Context: an optimization exercise on an open-source flow, tuned for small area, a short achievable clock period and few clock cycles. The choices shown serve that exercise and are no tape-out recipe. Function was checked by simulation only, so behaviour that the tests miss may differ from the original. Power and IR drop assume default switching activity.

### flow/design.v
package sre_pkg;
    localparam int MAX_SEGMENTS = 1024;
    localparam int HEADER_BYTES = 7;
    localparam int MAP_IDX_W = (MAX_SEGMENTS > 1) ? $clog2(MAX_SEGMENTS) : 1;
    localparam int COUNT_W   = $clog2(MAX_SEGMENTS + 1);
    localparam int POS_W     = 17;
    localparam int ADDR_W    = 26;
    localparam logic [POS_W-1:0] POS_MAX     = {POS_W{1'b1}};
    localparam logic [POS_W-1:0] POS_SEG_HI  = POS_W'(1);
    localparam logic [POS_W-1:0] POS_SEG_LO  = POS_W'(2);
    localparam logic [POS_W-1:0] POS_TOT_HI  = POS_W'(3);
    localparam logic [POS_W-1:0] POS_TOT_LO  = POS_W'(4);
    localparam logic [POS_W-1:0] POS_SIZE_HI = POS_W'(5);
    localparam logic [POS_W-1:0] POS_SIZE_LO = POS_W'(HEADER_BYTES - 1);
    localparam logic [POS_W-1:0] POS_PAYLOAD = POS_W'(HEADER_BYTES);
    typedef struct packed {
        logic [7:0] data_byte;
        logic       frame_start;
    } t_in_word;
    typedef struct packed {
        logic              write_valid;
        logic [ADDR_W-1:0] write_addr;
        logic [7:0]        write_data;
        logic              header_seen;
        logic [15:0]       total_segments;
        logic [3:0]        format_code;
        logic              complete;
        logic              bad_segment;
    } t_out_word;
endpackage
module segment_reassembly_engine (
    input  logic              i_clk,
    input  logic              i_rst_n,
    input  logic              i_cfg_we,
    input  logic [3:0]        i_cfg_data,
    input  logic              i_in_valid,
    output logic              o_in_ready,
    input  logic [8:0]        i_in_word,
    output logic              o_out_valid,
    input  logic              i_out_ready,
    output logic [57:0]       o_out_word
);
    sre_pkg::t_in_word  in_word;
    sre_pkg::t_out_word out_word;
    assign in_word    = i_in_word;
    assign o_out_word = out_word;
    logic [3:0] r_stream;
    logic [sre_pkg::POS_W-1:0]   r_pos,     n_pos;
    logic                        r_match,   n_match;
    logic                        r_acc,     n_acc;
    logic [15:0]                 r_cur,     n_cur;
    logic [15:0]                 r_size,    n_size;
    logic [15:0]                 r_total,   n_total;
    logic [3:0]                  r_format,  n_format;
    logic                        r_started, n_started;
    logic [sre_pkg::COUNT_W-1:0] r_count,   n_count;
    logic [sre_pkg::ADDR_W-1:0]  r_base,    n_base;
    logic                          mem_map [sre_pkg::MAX_SEGMENTS];
    logic                          r_map_q;
    logic                          r_clr_busy;
    logic [sre_pkg::MAP_IDX_W-1:0] r_clr_idx;
    logic [sre_pkg::MAP_IDX_W-1:0] map_idx;
    logic                          map_we;
    sre_pkg::t_out_word r_q0, r_q1;
    logic [1:0]         r_qcnt;
    sre_pkg::t_out_word res;
    logic                      in_acc, out_pop;
    logic [15:0]               seg_m1;
    logic [31:0]               base_prod;
    logic [sre_pkg::POS_W-1:0] pay_off;
    logic                      bad;
    assign o_in_ready  = !r_clr_busy && (r_qcnt != 2'd2);
    assign in_acc      = i_in_valid && o_in_ready;
    assign o_out_valid = (r_qcnt != 2'd0);
    assign out_pop     = o_out_valid && i_out_ready;
    assign out_word    = r_q0;
    assign seg_m1    = r_cur - 16'd1;
    assign map_idx   = seg_m1[sre_pkg::MAP_IDX_W-1:0];
    always_comb begin
        n_pos     = r_pos;
        n_match   = r_match;
        n_acc     = r_acc;
        n_cur     = r_cur;
        n_size    = r_size;
        n_total   = r_total;
        n_format  = r_format;
        n_started = r_started;
        n_count   = r_count;
        n_base    = r_base;
        map_we    = 1'b0;
        bad       = 1'b0;
        base_prod = 32'd0;
        pay_off   = '0;
        res       = '0;
        if (in_acc) begin
            if (in_word.frame_start) begin
                n_pos = '0;
            end else if (r_pos == sre_pkg::POS_MAX) begin
                n_pos = sre_pkg::POS_MAX;
            end else begin
                n_pos = r_pos + sre_pkg::POS_W'(1);
            end
            pay_off = n_pos - sre_pkg::POS_PAYLOAD;
            if (n_pos == '0) begin
                n_match = (in_word.data_byte[7:4] == r_stream);
                n_acc   = 1'b0;
                if (n_match && !r_started) begin
                    n_format = in_word.data_byte[3:0];
                end
            end else if (r_match) begin
                if (n_pos == sre_pkg::POS_SEG_HI) begin
                    n_cur = {in_word.data_byte, 8'd0};
                end else if (n_pos == sre_pkg::POS_SEG_LO) begin
                    n_cur = {r_cur[15:8], in_word.data_byte};
                end else if (n_pos == sre_pkg::POS_TOT_HI) begin
                    if (!r_started) n_total = {in_word.data_byte, 8'd0};
                end else if (n_pos == sre_pkg::POS_TOT_LO) begin
                    if (!r_started) n_total = {r_total[15:8], in_word.data_byte};
                end else if (n_pos == sre_pkg::POS_SIZE_HI) begin
                    if (!r_started) n_size = {in_word.data_byte, 8'd0};
                end else if (n_pos == sre_pkg::POS_SIZE_LO) begin
                    if (!r_started) begin
                        n_size    = {r_size[15:8], in_word.data_byte};
                        n_started = 1'b1;
                        n_count   = '0;
                    end
                    base_prod = {16'd0, seg_m1} * {16'd0, n_size};
                    n_base    = base_prod[sre_pkg::ADDR_W-1:0];
                    if ((r_cur == 16'd0) || (r_cur > r_total) ||
                        (r_cur > 16'(sre_pkg::MAX_SEGMENTS))) begin
                        bad   = 1'b1;
                        n_acc = 1'b0;
                    end else if (r_map_q) begin
                        n_acc = 1'b0;
                    end else begin
                        map_we  = 1'b1;
                        n_count = n_count + sre_pkg::COUNT_W'(1);
                        n_acc   = 1'b1;
                    end
                end else if (r_acc) begin
                    if (pay_off < {1'b0, r_size}) begin
                        res.write_valid = 1'b1;
                        res.write_data  = in_word.data_byte;
                        res.write_addr  = r_base +
                            sre_pkg::ADDR_W'(pay_off);
                    end
                end
            end
            res.header_seen    = n_started;
            res.total_segments = n_started ? n_total : 16'd0;
            res.format_code    = n_started ? n_format : 4'd0;
            res.complete       = n_started &&
                                 ({{(16 - sre_pkg::COUNT_W){1'b0}}, n_count} == n_total);
            res.bad_segment    = bad;
        end
    end
    always_ff @(posedge i_clk) begin
        if (!i_rst_n) begin
            r_stream   <= 4'd1;
            r_pos      <= '0;
            r_match    <= 1'b0;
            r_acc      <= 1'b0;
            r_cur      <= '0;
            r_size     <= '0;
            r_total    <= '0;
            r_format   <= '0;
            r_started  <= 1'b0;
            r_count    <= '0;
            r_base     <= '0;
            r_clr_busy <= 1'b1;
            r_clr_idx  <= '0;
        end else begin
            if (i_cfg_we) r_stream <= i_cfg_data;
            r_pos     <= n_pos;
            r_match   <= n_match;
            r_acc     <= n_acc;
            r_cur     <= n_cur;
            r_size    <= n_size;
            r_total   <= n_total;
            r_format  <= n_format;
            r_started <= n_started;
            r_count   <= n_count;
            r_base    <= n_base;
            if (r_clr_busy) begin
                r_clr_idx <= r_clr_idx + sre_pkg::MAP_IDX_W'(1);
                if (r_clr_idx == sre_pkg::MAP_IDX_W'(sre_pkg::MAX_SEGMENTS - 1)) begin
                    r_clr_busy <= 1'b0;
                end
            end
        end
    end
    always_ff @(posedge i_clk) begin
        if (r_clr_busy) begin
            mem_map[r_clr_idx] <= 1'b0;
        end else if (map_we) begin
            mem_map[map_idx] <= 1'b1;
        end
        r_map_q <= mem_map[map_idx];
    end
    always_ff @(posedge i_clk) begin
        if (!i_rst_n) begin
            r_qcnt <= 2'd0;
        end else begin
            case ({in_acc, out_pop})
                2'b10:   r_qcnt <= r_qcnt + 2'd1;
                2'b01:   r_qcnt <= r_qcnt - 2'd1;
                default: r_qcnt <= r_qcnt;
            endcase
        end
    end
    always_ff @(posedge i_clk) begin
        case ({in_acc, out_pop})
            2'b10: begin
                if (r_qcnt == 2'd0) r_q0 <= res;
                else                r_q1 <= res;
            end
            2'b01: begin
                r_q0 <= r_q1;
            end
            2'b11: begin
                if (r_qcnt == 2'd1) begin
                    r_q0 <= res;
                end else begin
                    r_q0 <= r_q1;
                    r_q1 <= res;
                end
            end
            default: begin
                r_q0 <= r_q0;
            end
        endcase
    end
endmodule
### flow/run.sh
#!/bin/bash
# synth_recipe.tcl (not shown) runs the flow's synth.tcl, then flattens the netlist and writes it again
# the make line also repeats each setting of config.mk as NAME=value (left out here)
make -C /OpenROAD-flow-scripts/flow DESIGN_CONFIG=/design/flow/config.mk WORK_HOME=/design/flow/orfs CLKGATE_MAP_FILE= SYNTH_SCRIPT=/design/flow/synth_recipe.tcl finish
### flow/config.mk
export PLATFORM = sky130hd
export DESIGN_NAME = segment_reassembly_engine
export DESIGN_NICKNAME = segment_reassembly_engine
export VERILOG_FILES = /design/flow/design.v
export SDC_FILE = /design/flow/constraint.sdc
export NUM_CORES = 4
export LEC_CHECK = 0
export CAP_MARGIN = 20
export CORE_MARGIN = 2
export CORE_UTILIZATION = 40
export SLEW_MARGIN = 20
### flow/constraint.sdc
create_clock -name core_clock -period 9.0 [get_ports {i_clk}]
set_input_delay 1.8000 -clock core_clock [delete_from_list [all_inputs] [get_ports {i_clk}]]
set_output_delay 1.8000 -clock core_clock [all_outputs]
set_load 0.01 [all_outputs]
==> results_dict.tcl <==
set metrics [dict create \
    synth.avg_cell_area_sq_um 12.3 \
    p_int_mw 10.5 \
    relSlewSlack_pct 23.1 \
    clockBufferDepth 3 \
    synth-seq-cells 1267 \
    p_total_mw 14.4 \
    layout_commonest_cell "nor2_1" \
    critPathKind "register to register" \
    synth-main-ff-cell "edfxtp_1" \
    antenna_left 0 \
    fin_skew_ns 0.0681 \
    synth_top_area_cell "edfxtp_1" \
    path_delay_family "adder cells" \
    fin_crit_sh_pct 88.9 \
    synth_top_area_share_pct 52.2 \
    powerDensity_nw_per_um2 196 \
    synth_cells 5325 \
    diodes 0 \
    wl_met3_microns 12500 \
    vias 42619 \
    post-cts-setup-buffers 0 \
    cts_tree "built" \
    io_pins 78 \
    utilization_pct 45.3 \
    grt_pass1_wl_microns 271000 \
    coreArea_sq_um 163000 \
    dr.max_layer_used "met4" \
    timing.final.ws_setup_ns 0.999 \
    p_switching_mw 3.87 \
    required_ns 9.64 \
    synthTopCellsByArea "edfxtp_1 (52%), mux4_2 (11%), nor2_1 (7.2%)" \
    cts_sinks 1267 \
    dpl_worst_slack_ns 0.709 \
    final_nets 5614 \
    die-area_sq_um 167000 \
    p_leak_nw 24.6 \
    grt_max_degree 286 \
    fmax_mhz 125 \
    crit_path_frequent_cell "fa_1" \
    pwr-share-comb_pct 16.1 \
    grt_pass1_vias 42228 \
    vias_per_cell 5.63 \
    critical_path_buf_inv_count 5 \
    synth_nets 5665 \
    period_minus_slack_ns 8.00 \
    rsz0062_at_grt "no" \
    sw_frac_of_total_pct 26.9 \
    finalSetupViolCount 0 \
    critPathMaxStageDelay_ns 0.82 \
    wl_microns 180000 \
    cts_hold_buf 0 \
    layout-drive-gt1-share_pct 14.2 \
    grt_antenna_before_repair 2 \
    drv_slew 0 \
    ys_types 80 \
    cts_made_buffers 141 \
    dp_hpwl_microns 110000 \
    track_usage_pct 21.4 \
    hold_violations 0 \
    yosys_warnings 1 \
    path_max_fanout 14 \
    crit_slowest_cell "xor2_2" \
    cap_violations 0 \
    first_iter_violations 4829 \
    synth_edf_count 1140 \
    drc_errors 0 \
    min_path_type "register to register" \
    start_kind "register" \
    io_buffers 77 \
    cp.arrival_ns 8.64 \
    pwr-share-seq_pct 44.2 \
    htree_levels 4 \
    wl_per_cell_microns 23.8 \
    tns_ns 0 \
    end_kind "register" \
    areaGrowthSynthToFinish_pct 12.3 \
    async_flop_share_pct 0 \
    gr-total-overflow 0 \
    start_util_pct 40.3 \
    syn_area_sq_um 65600 \
    final_cell_mix "nor2_1 (1,261), edfxtp_1 (1,140), nand2_1 (397), mux4_2 (322), inv_1 (281)" \
    met1_length_microns 74600 \
    dr.pass1.iters 8 \
    clock_latency_ns 0.80 \
    ir_worst_vdd_v 0.000223 \
    ys_seq_area_share_pct 56.0 \
    post_cts_resized 0 \
    die_x_microns 409 \
    clk_pin_slew_ns 0.06 \
    die_y_microns 409 \
    clock-root-buffer "clkbuf_16" \
    p_clk_share_pct 39.7 \
    gp_congestion 0.879 \
    fp-row-count 148 \
    outcome "timing/DRC/antenna clean" \
    tightest_slew_ns 1.15 \
    met2WireLength_microns 87600 \
]
-- final timing paths --
path / from / endpoint / slack (ns) / cells after the start
worst max-delay path: r_cur[3] / r_base[25] / 1.0 / 28
worst min register to register: r_base[6] / r_base[6] / 0.46 / 2
worst max register to register: r_cur[3] / r_base[25] / 1.0 / 28
worst min-delay path: r_base[6] / r_base[6] / 0.46 / 2
-- sequential cells by signal (all words and copies together) (netlist names), 2 cells and up --
| name | count |
|---|---|
| r_q0 | 58 |
| r_format | 4 |
| mem_map | 1024 |
| r_base | 26 |
| r_q1 | 58 |
| r_clr_idx | 10 |
| r_qcnt | 2 |
| r_total | 16 |
| r_count | 11 |
| r_size | 16 |
| r_pos | 17 |
| r_cur | 16 |
| r_stream | 4 |
-- worst min-delay path, stage by stage (launching register included) --
cell and delay (ns):
dfxtp_1 0.31, nand2_1 0.05, a21oi_1 0.05
-- Yosys cell counts, types with 13 or more instances --
cell type and number:
mux2i_1 97, or3_1 14, inv_1 283, nand2_1 431
nor3_1 53, nand4_1 23, nand2b_1 15, dfxtp_1 127
nand3_1 79, o21ai_0 114, a211oi_1 23, nor2b_1 19
buf_2 32, a22oi_1 61, mux4_2 322, nor2_1 1262
edfxtp_1 1140, o21a_1 14, mux2_2 13, and2_1 62
and3_1 18, a21oi_1 108, fa_1 182, xor2_1 39
xnor2_1 76, ha_1 140, a21o_1 16, buf_1 57
nor4_1 16, a31oi_1 20, clkbuf_1 316
-- through the flow --
step / hold slack (ns) / cell area, sq um / instances
5_1_grt: 0.484 / 73700 / 7565
6_report: 0.457 / 73700 / 7565
3_3_place_gp: 0.442 / 69000 / 7300
3_5_place_dp: 0.449 / 69000 / 7301
4_1_cts: 0.457 / 73600 / 7560
2_1_floorplan: 0.436 / 65700 / 5325
-- metal layers --
layer  vias up  track usage (%)
met1     21960             29.1
li1      18706                -
met4         0             6.70
met3       345             3.23
met2      1608             35.5
met5         -                0
-- power by group through the flow --
| stage | clock network (mW) | logic, mW | registers (mW) |
|---|---|---|---|
| global placement | 0 | 2.31 | 6.49 |
| global route | 6.04 | 2.67 | 6.37 |
| finish | 5.72 | 2.33 | 6.37 |
| detailed placement | 0 | 2.33 | 6.49 |
| floorplan | 0 | 1.80 | 6.50 |
| CTS | 5.82 | 2.35 | 6.37 |
-- final cells by class --
class | count | area (sq um)
inverter | 289 | 1090
clock inverter | 89 | 951
tap | 2175 | 2720
fill | 14679 | 89100
sequential | 1267 | 36800
multi-input combinational | 3364 | 26500
timing repair buffer | 211 | 1960
clock buffer | 170 | 3660
-- cells by family after synthesis --
family | count (synthesis) | share of synthesized area [%]
buf+inv | 694 | 4.03
compound gates | 441 | 4.33
xor+xnor | 117 | 1.60
fa+ha+maj | 322 | 8.22
simple gates | 2052 | 13.0
mux | 432 | 12.8
flops | 1267 | 56.0
Testbench counts, summed over its fixed seeds: cycles 133,611.

==> what the ideal ports hide <==
How much do the figures lean on ideal ports? The routed layout below was timed once more, with nothing changed but the port constraints.
Step 1: set_driving_cell puts a clkbuf_16 on i_clk and a buf_2 on each other input, an assumption about the parent block.
Step 2 moves the port delays by t, midway between the first and last clock arrival at a register: inputs arrive t later, outputs are due t later. That takes back most of the time a late clock gives input paths.
Three values: ideal, step 1, step 2; two values: the first two.
t (ns): 0.847
slack for setup (ns): 0.999 / 0.999 / 0.594
latest minus earliest clock arrival (ns): 0.068 / 0.069
cell pins on the clock port's net: 1
After both steps this run still meets setup and hold. For this run, drivers alone change the setup slack by 0.000 ns; drivers and shift together by -0.405 ns.
